Source: an optimization exercise on an open RTL-to-GDS flow (aim: small area and a short achievable clock period). Production flows keep margins and buffers that such runs may drop.
In this exercise RTL edits were held to simulation tests only and were not proved equivalent to the original.
Power figures rest on the tool's default switching activity, not on a simulated workload.

==> flow/design.v (excerpt) <==
module fp_result_drain_top (
  input  logic         clk,
  input  logic         rst,
  input  logic [255:0] in_vec,
  input  logic [1:0]   valid_in,
  input  logic         ready_in,
  output logic [6:0]   id_out,
  output logic         lane_out,
  output logic         last_out,
  output logic         valid_out,
  output logic         overflow,
  output logic         busy,
  output logic [7:0]   count_out,
  output logic         count_valid
);
export LEC_CHECK = 0
export CAP_MARGIN = 20
export CORE_MARGIN = 2
export CORE_UTILIZATION = 60
export SLEW_MARGIN = 20
create_clock -name core_clock -period 12.0 [get_ports {clk}]
standard.sh (not shown) runs the stock make flow with config.mk's settings and CLKGATE_MAP_FILE= SYNTH_SCRIPT=/design/flow/synth_recipe.tcl, a recipe that flattens the netlist after the stock synthesis.
==> flow/flow/run.sh <==
#!/bin/bash
# Standard ORFS layout (the standard.sh, unchanged synthesis) with:
# - a tighter setup target for timing repair (SETUP_SLACK_MARGIN),
# - plain buf_1 cells as the port buffers,
# - a clock tree of clkbuf_8 cells, small sink clusters, no dummy loads.
# Full make output goes to flow_make.log in the work folder; ORFS's per-step logs stay
# under orfs/logs.
set -euo pipefail
MARGIN=8.3
TNS=100
CTS="-sink_clustering_enable -repair_clock_nets -buf_list sky130_fd_sc_hd__clkbuf_8"
CTS="$CTS -sink_clustering_size 16 -sink_clustering_max_diameter 50 -dont_use_dummy_load"
bash standard.sh \
  SETUP_SLACK_MARGIN=$MARGIN \
  TNS_END_PERCENT=$TNS \
  "BUFFER_PORTS_ARGS=-buffer_cell sky130_fd_sc_hd__buf_1" \
  "CTS_ARGS=$CTS" \
  finish > flow_make.log 2>&1
The baseline finished with timing, DRC and antenna clean.
Edit:
--- a/flow/flow/run.sh
+++ b/flow/flow/run.sh
@@ -9,2 +9,2 @@
-MARGIN=8.3
-TNS=100
+MARGIN=8.5
+TNS=0
Effect:
- The new run produced a clean layout
- sequential share of layout area goes up by 0.29 points
- setup slack is worse by 0.048 ns
- maximum frequency is lower by 1.3%
- power stays flat
- utilization drops by 0.29 points
- area after synthesis stays the same
- critical path depth is unchanged
- cell area decreases by 0.43%
- via count went down by 0.43%
- wire length falls by 0.78%
Edit:
- CORE_UTILIZATION: 60 -> 65
Worst hold slack hardly moves.
Final cell count falls by 2.1%.
Setup slack improves by 0.040 ns.


## run 1
Another version of the RTL of fp_result_drain_top (not shown whole).
Size: roughly 2700 cells after synthesis, about 1200 flip-flops, about 280 I/O pins, about 47000 sq um of cells after synthesis.
clock: 12.0 ns
lec_check: 0
cap_margin: 20
core_margin: 2
core_utilization: 60
slew_margin: 20
==> flow/flow/run.sh <==
#!/bin/bash
# Standard ORFS layout (the standard.sh, unchanged synthesis) with:
# - a tighter setup target for timing repair (SETUP_SLACK_MARGIN),
# - plain buf_1 cells as the port buffers,
# - a clock tree of clkbuf_8 cells, small sink clusters, no dummy loads.
# Full make output goes to flow_make.log in the work folder; ORFS's per-step logs stay
# under orfs/logs.
set -euo pipefail
MARGIN=8.2
TNS=100
CTS="-sink_clustering_enable -repair_clock_nets -buf_list sky130_fd_sc_hd__clkbuf_8"
CTS="$CTS -sink_clustering_size 16 -sink_clustering_max_diameter 50 -dont_use_dummy_load"
bash standard.sh \
  SETUP_SLACK_MARGIN=$MARGIN \
  TNS_END_PERCENT=$TNS \
  "BUFFER_PORTS_ARGS=-buffer_cell sky130_fd_sc_hd__buf_1" \
  "CTS_ARGS=$CTS" \
  finish > flow_make.log 2>&1
The inputs of run 2 differ from those of run 1 as listed below.
diff --git a/flow/flow/run.sh b/flow/flow/run.sh
--- a/flow/flow/run.sh
+++ b/flow/flow/run.sh
@@ -9,2 +9,2 @@
-MARGIN=8.2
-TNS=100
+MARGIN=8.0
+TNS=0
==> comparison <==
- Diff run 2..run 1 | insertion delay of the later-clocked pin in the worst-skew pair | negligible
- The beginning of the critical path comes out u_drain.rs_q[2] in one run and u_drain.emit_q in the other, namely in run 2 and run 1 respectively.
- Relative to run 1, run 2 degrades worst setup slack.
- Of run 1 and run 2, run 2 shows the lower post-detailed-route wirelength per cell, with run 1 above it.
- Instance count after placement with tap cells included of run 1 is on par with run 2.
- Measured against each other, run 1 and run 2 differ in shortest clock period the worst path allows after layout, the lower figure coming from run 1.
[inputs] run 3 vs run 2
- swapping 60 for 70 in CORE_UTILIZATION
diff --git a/flow/flow/run.sh b/flow/flow/run.sh
--- a/flow/flow/run.sh
+++ b/flow/flow/run.sh
@@ -9 +9 @@
-MARGIN=8.0
+MARGIN=8.8
### Flow results
Diff run 2 -> run 3 | total met3 wirelength after detailed routing | up by more than a quarter. Of run 3 and run 2, the higher utilization after layout belongs to run 3. Run 2 → run 3: clock edge transition at the registers on the reported setup and hold paths flat; worst setup slack up 0.12 ns; power consumption up about 2.3%. Diff run 2 -> run 3: fraction of final layout cells with drive strength greater than 1 shows an increase of 3.9 points; non-clock inverter total of the final layout shows an increase of about 3%; net count reported at finish shows an increase of 83. Run 3 ends up with a fraction of power spent switching nets that is 0.78 points higher than in run 2. Cells: run 3 has fewer instances than run 2.
Input changes introduced in run 4 (baseline for comparison: run 3):
- CORE_UTILIZATION changed from 70 to 60
diff --git a/flow/flow/run.sh b/flow/flow/run.sh
--- a/flow/flow/run.sh
+++ b/flow/flow/run.sh
@@ -9 +9 @@
-MARGIN=8.8
+MARGIN=8.5
==> run summary <==
- Run 3 → run 4: cell area moved down; core utilization down 12 points; maximum frequency saw little to no change; multi-input logic area went down.
- In the tables for run 4 and run 3, worst clock skew on the final layout reads lower with run 3.
- For run 4, the timing startpoint of the critical path was u_drain.rs_q[0], unlike run 3, where it was u_drain.rs_q[3].


fp_result_drain_top again, from the RTL that the note above started with.
// fp_result_drain_top
module fp_result_drain_top (
  input  logic         clk,
  input  logic         rst,
  input  logic [255:0] in_vec,
  input  logic [1:0]   valid_in,
  input  logic         ready_in,
  output logic [6:0]   id_out,
  output logic         lane_out,
  output logic         last_out,
  output logic         valid_out,
  output logic         overflow,
  output logic         busy,
  output logic [7:0]   count_out,
  output logic         count_valid
);
  fp_result_drain #(.BIT_VEC_SIZE(128), .BIT_VEC_SIZE_LOG(7), .INPUTS(2), .FIFO_DEPTH(4))
    u_drain (
      .clk(clk), .rst(rst), .in(in_vec), .valid_in(valid_in), .id_out(id_out),
      .lane_out(lane_out), .last_out(last_out), .valid_out(valid_out), .ready_in(ready_in),
      .overflow(overflow), .busy(busy), .count_out(count_out), .count_valid(count_valid)
    );
endmodule
==> flow/config.mk <==
export PLATFORM = sky130hd
export DESIGN_NAME = fp_result_drain_top
export DESIGN_NICKNAME = fp_result_drain_top
export VERILOG_FILES = /design/flow/design.v
export SDC_FILE = /design/flow/constraint.sdc
export NUM_CORES = 4
export LEC_CHECK = 0
export CAP_MARGIN = 20
export CORE_MARGIN = 2
export CORE_UTILIZATION = 60
export SLEW_MARGIN = 20
==> flow/constraint.sdc <==
create_clock -name core_clock -period 12.0 [get_ports {clk}]
set_input_delay 2.4000 -clock core_clock [delete_from_list [all_inputs] [get_ports {clk}]]
set_output_delay 2.4000 -clock core_clock [all_outputs]
set_load 0.01 [all_outputs]
==> flow/flow/run.sh <==
#!/bin/bash
# Standard ORFS layout (the standard.sh, unchanged synthesis) with:
# - a tighter setup target for timing repair (SETUP_SLACK_MARGIN),
# - plain buf_1 cells as the port buffers,
# - a clock tree of clkbuf_8 cells, small sink clusters, no dummy loads.
# Full make output goes to flow_make.log in the work folder; ORFS's per-step logs stay
# under orfs/logs.
set -euo pipefail
MARGIN=8.5
TNS=0
CTS="-sink_clustering_enable -repair_clock_nets -buf_list sky130_fd_sc_hd__clkbuf_8"
CTS="$CTS -sink_clustering_size 22 -sink_clustering_max_diameter 45 -dont_use_dummy_load"
bash standard.sh \
  SETUP_SLACK_MARGIN=$MARGIN \
  TNS_END_PERCENT=$TNS \
  "BUFFER_PORTS_ARGS=-buffer_cell sky130_fd_sc_hd__buf_1" \
  "CTS_ARGS=$CTS" \
  finish > flow_make.log 2>&1
Next try:
--- a/flow/flow/run.sh
+++ b/flow/flow/run.sh
@@ -9 +9 @@
-MARGIN=8.5
+MARGIN=9.0
@@ -12 +12 @@
-CTS="$CTS -sink_clustering_size 22 -sink_clustering_max_diameter 45 -dont_use_dummy_load"
+CTS="$CTS -sink_clustering_size 16 -sink_clustering_max_diameter 50 -dont_use_dummy_load"
What happened: Flip-flop and latch count stays the same. First-iteration DRC count is lower by 4.1%. Power is lower by 0.91%. Maximum frequency is higher by 0.46%. Sequential power is about the same. Die area does not change. Wire length stays flat. Worst setup slack improves by 0.018 ns. Design area is lower by 0.43%. Area after synthesis does not change.
Next try:
--- a/flow/flow/run.sh
+++ b/flow/flow/run.sh
@@ -9 +9 @@
-MARGIN=9.0
+MARGIN=8.5
PLACE_DENSITY = 0.75   (was default)
The changed run passed the timing, DRC and antenna checks.
Power decreases by 0.46%.
Die area stays the same.
Synthesized area is unchanged.
Setup slack gets worse by 0.036 ns.
Synthesized cell count does not change.
Maximum frequency fell by 0.92%.
Via count is about the same.
Core utilization barely changes.
Hold slack got worse by 0.016 ns.
Sequential share of layout area hardly moves.
Design area stays flat.
Next try:
CAP_MARGIN = 5   (was 20)
PLACE_DENSITY = default   (was 0.75)
SLEW_MARGIN = 5   (was 20)
After rerunning:
- global-route usage came out higher by 1.3 points
- via count is about the same
- combinational power is about the same
- sequential power stays flat
- register-to-register slack improved by 0.04 ns
- non-clock buffer count came out lower by 3
- total power came out higher by 0.46%
- die area is unchanged
- wire length came out higher by 3.0%
- clock-buffer cell count came out higher by 4

[static timing again, ports no longer ideal]
How much do the figures lean on ideal ports? The routed layouts below were timed once more, with nothing changed but the port constraints.
Step 1 assumes that a clkbuf_16 drives the clock port and a buf_2 every other input.
Step 2, shift: input delay + t, output delay - t, t = (earliest + latest rising clock arrival at the registers) / 2. This alone moves slack from input paths to output paths.
Three values: ideal ports, drivers, drivers and shift; two values: the first two.
| run | shift t [ns] | slack for setup (ns) | worst slew at a driven data input, ns |
|---|---|---|---|
| the first run of note 1 | 0.801 | 8.265 / 8.218 / 7.624 | 0.12 |
| the second run of note 1 | 0.794 | 8.217 / 8.190 / 7.644 | 0.10 |
| the third run of note 1 | 0.776 | 8.258 / 8.192 / 7.605 | 0.13 |
| run 1 | 0.817 | 8.060 / 8.060 / 7.424 | 0.14 |
| run 2 | 0.805 | 7.972 / 7.972 / 7.424 | 0.11 |
| run 3 | 0.782 | 8.092 / 8.092 / 7.433 | 0.12 |
| run 4 | 0.787 | 8.090 / 8.090 / 7.418 | 0.12 |
| the first run of note 3 | 0.810 | 8.072 / 8.072 / 7.529 | 0.12 |
| the second run of note 3 | 0.787 | 8.090 / 8.090 / 7.418 | 0.12 |
| the third run of note 3 | 0.795 | 8.053 / 8.053 / 7.555 | 0.14 |
| the fourth run of note 3 | 0.787 | 8.090 / 8.090 / 7.418 | 0.12 |
After both steps every run listed still meets setup and hold.
